From an optimization exercise on the open Yosys and OpenROAD flow, aimed at a short achievable clock period and few clock cycles per item; shortcuts taken in it are not production practice. The RTL was checked by simulation tests, not by an equivalence proof against the original design.

== zinc ==
==> flow/design.v (excerpt) <==
module pcie_app
#(
  parameter int NUM_REGS = 16
)
(
  input  logic                   pcie_core_clk_i,
  input  logic                   rst_n_i,
  input  logic                   s_axis_tx_tready_i,
  output logic [DATA_W-1:0]      s_axis_tx_tdata_o,
  output logic [KEEP_W-1:0]      s_axis_tx_tkeep_o,
  output logic                   s_axis_tx_tlast_o,
  output logic                   s_axis_tx_tvalid_o,
  input  logic [DATA_W-1:0]      m_axis_rx_tdata_i,
  input  logic                   m_axis_rx_tlast_i,
  input  logic                   m_axis_rx_tvalid_i,
  output logic                   m_axis_rx_tready_o,
  input  logic [7:0]             cfg_bus_number_i,
  input  logic [4:0]             cfg_device_number_i,
  input  logic [2:0]             cfg_function_number_i,
  output logic [31:0]            user_data_o,
  output logic [USER_ADDR_W-1:0] user_addr_o,
  output logic                   user_wr_req_o,
  input  logic [31:0]            user_data_i,
  input  logic                   user_rd_ack_i,
  output logic                   user_rd_req_o
);
==> flow/config.mk <==
export PLATFORM = sky130hd
export DESIGN_NAME = pcie_app
export DESIGN_NICKNAME = pcie_app
export VERILOG_FILES = /design/flow/design.v
export SDC_FILE = /design/flow/constraint.sdc
export NUM_CORES = 4
export LEC_CHECK = 0
export ABC_CLOCK_PERIOD_IN_PS = 1800
export CAP_MARGIN = 20
export CORE_MARGIN = 2
export CORE_UTILIZATION = 50
export SETUP_SLACK_MARGIN = 2.1
export SLEW_MARGIN = 20
export TNS_END_PERCENT = 100
==> flow/constraint.sdc <==
create_clock -name core_clock -period 4.0 [get_ports {pcie_core_clk_i}]
set_input_delay 0.8000 -clock core_clock [delete_from_list [all_inputs] [get_ports {pcie_core_clk_i}]]
set_output_delay 0.8000 -clock core_clock [all_outputs]
set_load 0.01 [all_outputs]
standard.sh (not shown) runs the stock make flow with config.mk's settings and CLKGATE_MAP_FILE= SYNTH_SCRIPT=/design/flow/synth_recipe.tcl, a recipe that flattens the netlist after the stock synthesis.
==> flow/flow/run.sh <==
#!/bin/bash
# Layout flow: the standard flow (standard.sh, all steps), with two changes:
#  - after detailed placement, each output port's buffer is moved to the core
#    edge next to its pin and the flip-flop that drives it next to the buffer
#    (pull_outputs.tcl, run by ORFS's POST_DETAIL_PLACE_TCL hook), then the
#    placement is legalized again;
#  - clock tree synthesis clusters sinks in smaller groups (CTS_ARGS), for a
#    shorter clock tree; the clock still reaches every register through
#    buffers, with the same tree for all of them.
# Synthesis, floorplan, power grid, routing and the rest are the standard ones.
set -o pipefail
here=$(pwd)
export POST_DETAIL_PLACE_TCL="$here/flow/pull_outputs.tcl"
export CTS_ARGS="-sink_clustering_enable -repair_clock_nets -sink_clustering_size 20 -sink_clustering_max_diameter 60 -clustering_exponent 2"
bash standard.sh finish > "$here/standard_flow.log" 2>&1
rc=$?
tail -n 40 "$here/standard_flow.log"
exit $rc
Other scripts of this flow, unchanged in this note and not shown: flow/flow/pull_outputs.tcl
zinc: PASS, flow complete, no timing, DRC or antenna violations
Testbench counts of zinc, summed over its fixed seeds: cycles 6,436, requests 3,200.
Relative to zinc, the following input files were edited for harbor:
--- a/flow/design.v
+++ b/flow/design.v
@@ -51,34 +51,31 @@
   output logic [31:0]           cur_data_o,
   output logic [2:0]            hdr_tc_o,
   output logic [1:0]            hdr_attr_o,
   output logic [15:0]           hdr_rid_o,
   output logic [7:0]            hdr_tag_o,
   input  logic [CQ_N-1:0]       cur_slot_i,
   output logic                  req_rd_o,
   output logic [15:1]           req_we_o,
-  output logic [3:0][15:0]      req_sel_o,
+  output logic [15:0]           req_sel_o,
   output logic [31:0]           req_data_o,
   output logic [CQ_N-1:0]       req_slot_o,
   input  logic [15:1]           written_i
 );
   localparam logic [1:0] ST_HDR     = 2'd0;
   localparam logic [1:0] ST_ADDR    = 2'd1;
   localparam logic [1:0] ST_DISCARD = 2'd2;
   logic [1:0]  state_q;
   logic        tready_q;
   logic        ntready_q;
   logic        beat_ok;
   logic        hdr_supported;
   logic        hdr_wr_q;
   logic [15:0] sel;
-  logic [15:0] sel_b;
-  logic [15:0] sel_c;
-  logic [15:0] sel_d;
   pcie_app_pkg::tlp_beat_u beat;
   function automatic logic [31:0] dw_swap(input logic [31:0] dw);
     dw_swap = {dw[7:0], dw[15:8], dw[23:16], dw[31:24]};
   endfunction
   assign beat    = m_axis_rx_tdata_i;
   assign beat_ok = m_axis_rx_tvalid_i && !ntready_q;
   assign m_axis_rx_tready_o = tready_q;
   assign hdr_supported = ((beat.hdr.fmt_type == FMT_TYPE_MRD32) ||
@@ -86,22 +83,17 @@
                          (beat.hdr.length == 10'd1);
   assign addr_phase_o = (state_q == ST_ADDR);
   assign push_o       = beat_ok && addr_phase_o;
   assign cur_wr_o     = hdr_wr_q;
   assign cur_addr_o   = beat.ad.addr[REG_ADDR_W-1:0];
   assign cur_data_o   = dw_swap(beat.ad.data);
   always_comb
     for (int i = 0; i < 16; i++)
-    begin
-      sel[i]   = (cur_addr_o == REG_ADDR_W'(i));
-      sel_b[i] = (cur_addr_o[3:0] == 4'(i)) && (cur_addr_o[9:4] == '0);
-      sel_c[i] = (cur_addr_o[1:0] == 2'(i)) && (cur_addr_o[9:2] == 8'(i >> 2));
-      sel_d[i] = !(|(cur_addr_o ^ REG_ADDR_W'(i)));
-    end
+      sel[i] = (cur_addr_o == REG_ADDR_W'(i));
   always_ff @(posedge pcie_core_clk_i or negedge rst_n_i)
   begin
     if (!rst_n_i)
     begin
       state_q  <= ST_HDR;
       req_rd_o <= 1'b0;
       req_we_o <= '0;
     end
@@ -135,20 +127,17 @@
       hdr_attr_o <= beat.hdr.attr;
       hdr_rid_o  <= beat.hdr.rid;
       hdr_tag_o  <= beat.hdr.tag;
     end
     if (state_q == ST_ADDR)
     begin
       req_data_o <= cur_data_o;
       req_slot_o <= cur_slot_i;
-      req_sel_o[0] <= sel   & {written_i | req_we_o, 1'b1};
-      req_sel_o[1] <= sel_b & {written_i | req_we_o, 1'b1};
-      req_sel_o[2] <= sel_c & {written_i | req_we_o, 1'b1};
-      req_sel_o[3] <= sel_d & {written_i | req_we_o, 1'b1};
+      req_sel_o  <= sel & {written_i | req_we_o, 1'b1};
     end
   end
 endmodule
 `timescale 1ns/100ps
 import pcie_app_pkg::*;
 module pcie_reg_file
 #(
   parameter int NUM_REGS = 16,
@@ -159,17 +148,17 @@
   input  logic                   pcie_core_clk_i,
   input  logic                   rst_n_i,
   input  logic                   push_i,
   input  logic                   cur_wr_i,
   input  logic [REG_ADDR_W-1:0]  cur_addr_i,
   input  logic [31:0]            cur_data_i,
   input  logic [CQ_N-1:0]        cur_slot_i,
   input  logic [15:1]            req_we_i,
-  input  logic [3:0][15:0]       req_sel_i,
+  input  logic [15:0]            req_sel_i,
   input  logic [31:0]            req_data_i,
   input  logic                   req_rd_i,
   input  logic [CQ_N-1:0]        req_slot_i,
   output logic [CQ_N-1:0]        lfill_o,
   output logic [31:0]            ldata_o,
   output logic [NUM_REGS-1:1]    written_o,
   output logic                   uq_space_ok_o,
   output logic [CQ_N-1:0]        uret_slot_o,
@@ -182,22 +171,19 @@
   output logic                   user_rd_req_o
 );
   logic [31:0]           regs_q [1:NUM_REGS-1];
   logic [NUM_REGS-1:1]   written_q;
   assign written_o = written_q;
   logic [31:0] local_rdata;
   always_comb
   begin
-    for (int q = 0; q < 4; q++)
-    begin
-      local_rdata[q*8 +: 8] = req_sel_i[q][0] ? DESIGN_ID[q*8 +: 8] : '0;
-      for (int i = 1; i < NUM_REGS; i++)
-        local_rdata[q*8 +: 8] = local_rdata[q*8 +: 8] | (regs_q[i][q*8 +: 8] & {8{req_sel_i[q][i]}});
-    end
+    local_rdata = req_sel_i[0] ? DESIGN_ID : '0;
+    for (int i = 1; i < NUM_REGS; i++)
+      local_rdata = local_rdata | (regs_q[i] & {32{req_sel_i[i]}});
   end
   always_ff @(posedge pcie_core_clk_i or negedge rst_n_i)
   begin
     if (!rst_n_i)
       lfill_o <= '0;
     else
       lfill_o <= req_slot_i & {CQ_N{req_rd_i}};
   end
@@ -560,17 +546,17 @@
   logic [31:0]           cur_data;
   logic [2:0]            hdr_tc;
   logic [1:0]            hdr_attr;
   logic [15:0]           hdr_rid;
   logic [7:0]            hdr_tag;
   logic [CQ_N-1:0]       cur_slot;
   logic                  req_rd;
   logic [15:1]           req_we;
-  logic [3:0][15:0]      req_sel;
+  logic [15:0]           req_sel;
   logic [31:0]           req_data;
   logic [CQ_N-1:0]       req_slot;
   logic [CQ_N-1:0]       lfill;
   logic [31:0]           ldata;
   logic [15:1]           written;
   logic [CQ_N-1:0]       uret_slot;
   logic [31:0]           uret_data;
   assign completer_id = {cfg_bus_number_i, cfg_device_number_i, cfg_function_number_i};
### Flow results
The more densely filled core belongs to harbor, not zinc. Setup slack (higher): harbor. Diff zinc -> harbor: clock tree cell share of total cell area grew by 0.51 points, number of tap cells added at floorplan shrank by 1.6%, minimum clock period went down by 0.027 ns, cell area after placement down 2.7%.
Testbench counts of harbor, summed over its fixed seeds: cycles 6,436, requests 3,200.

-- port drivers added, routing unchanged --
The flow's constraints put no driver on any port. The routed layouts listed below were extracted and timed again, unchanged, in two steps.
Step 1 assumes that a clkbuf_16 drives the clock port and a buf_2 every other input.
Step 2 also shifts input and output timing later by t, the mid clock arrival at the registers, as if the neighbouring blocks saw the same clock.
a / b / c = ideal / step 1 / step 2; a / b = the first two.
| run | t, ns | setup slack, ns | worst slew at a driven data input, ns |
|---|---|---|---|
| zinc | 0.837 | 1.948 / 1.863 / 1.342 | 0.12 |
| harbor | 0.798 | 1.975 / 1.898 / 1.313 | 0.15 |
After both steps setup and hold are still met in every run listed. For harbor, which loses most, drivers alone change the setup slack by -0.077 ns; drivers and shift together by -0.662 ns.
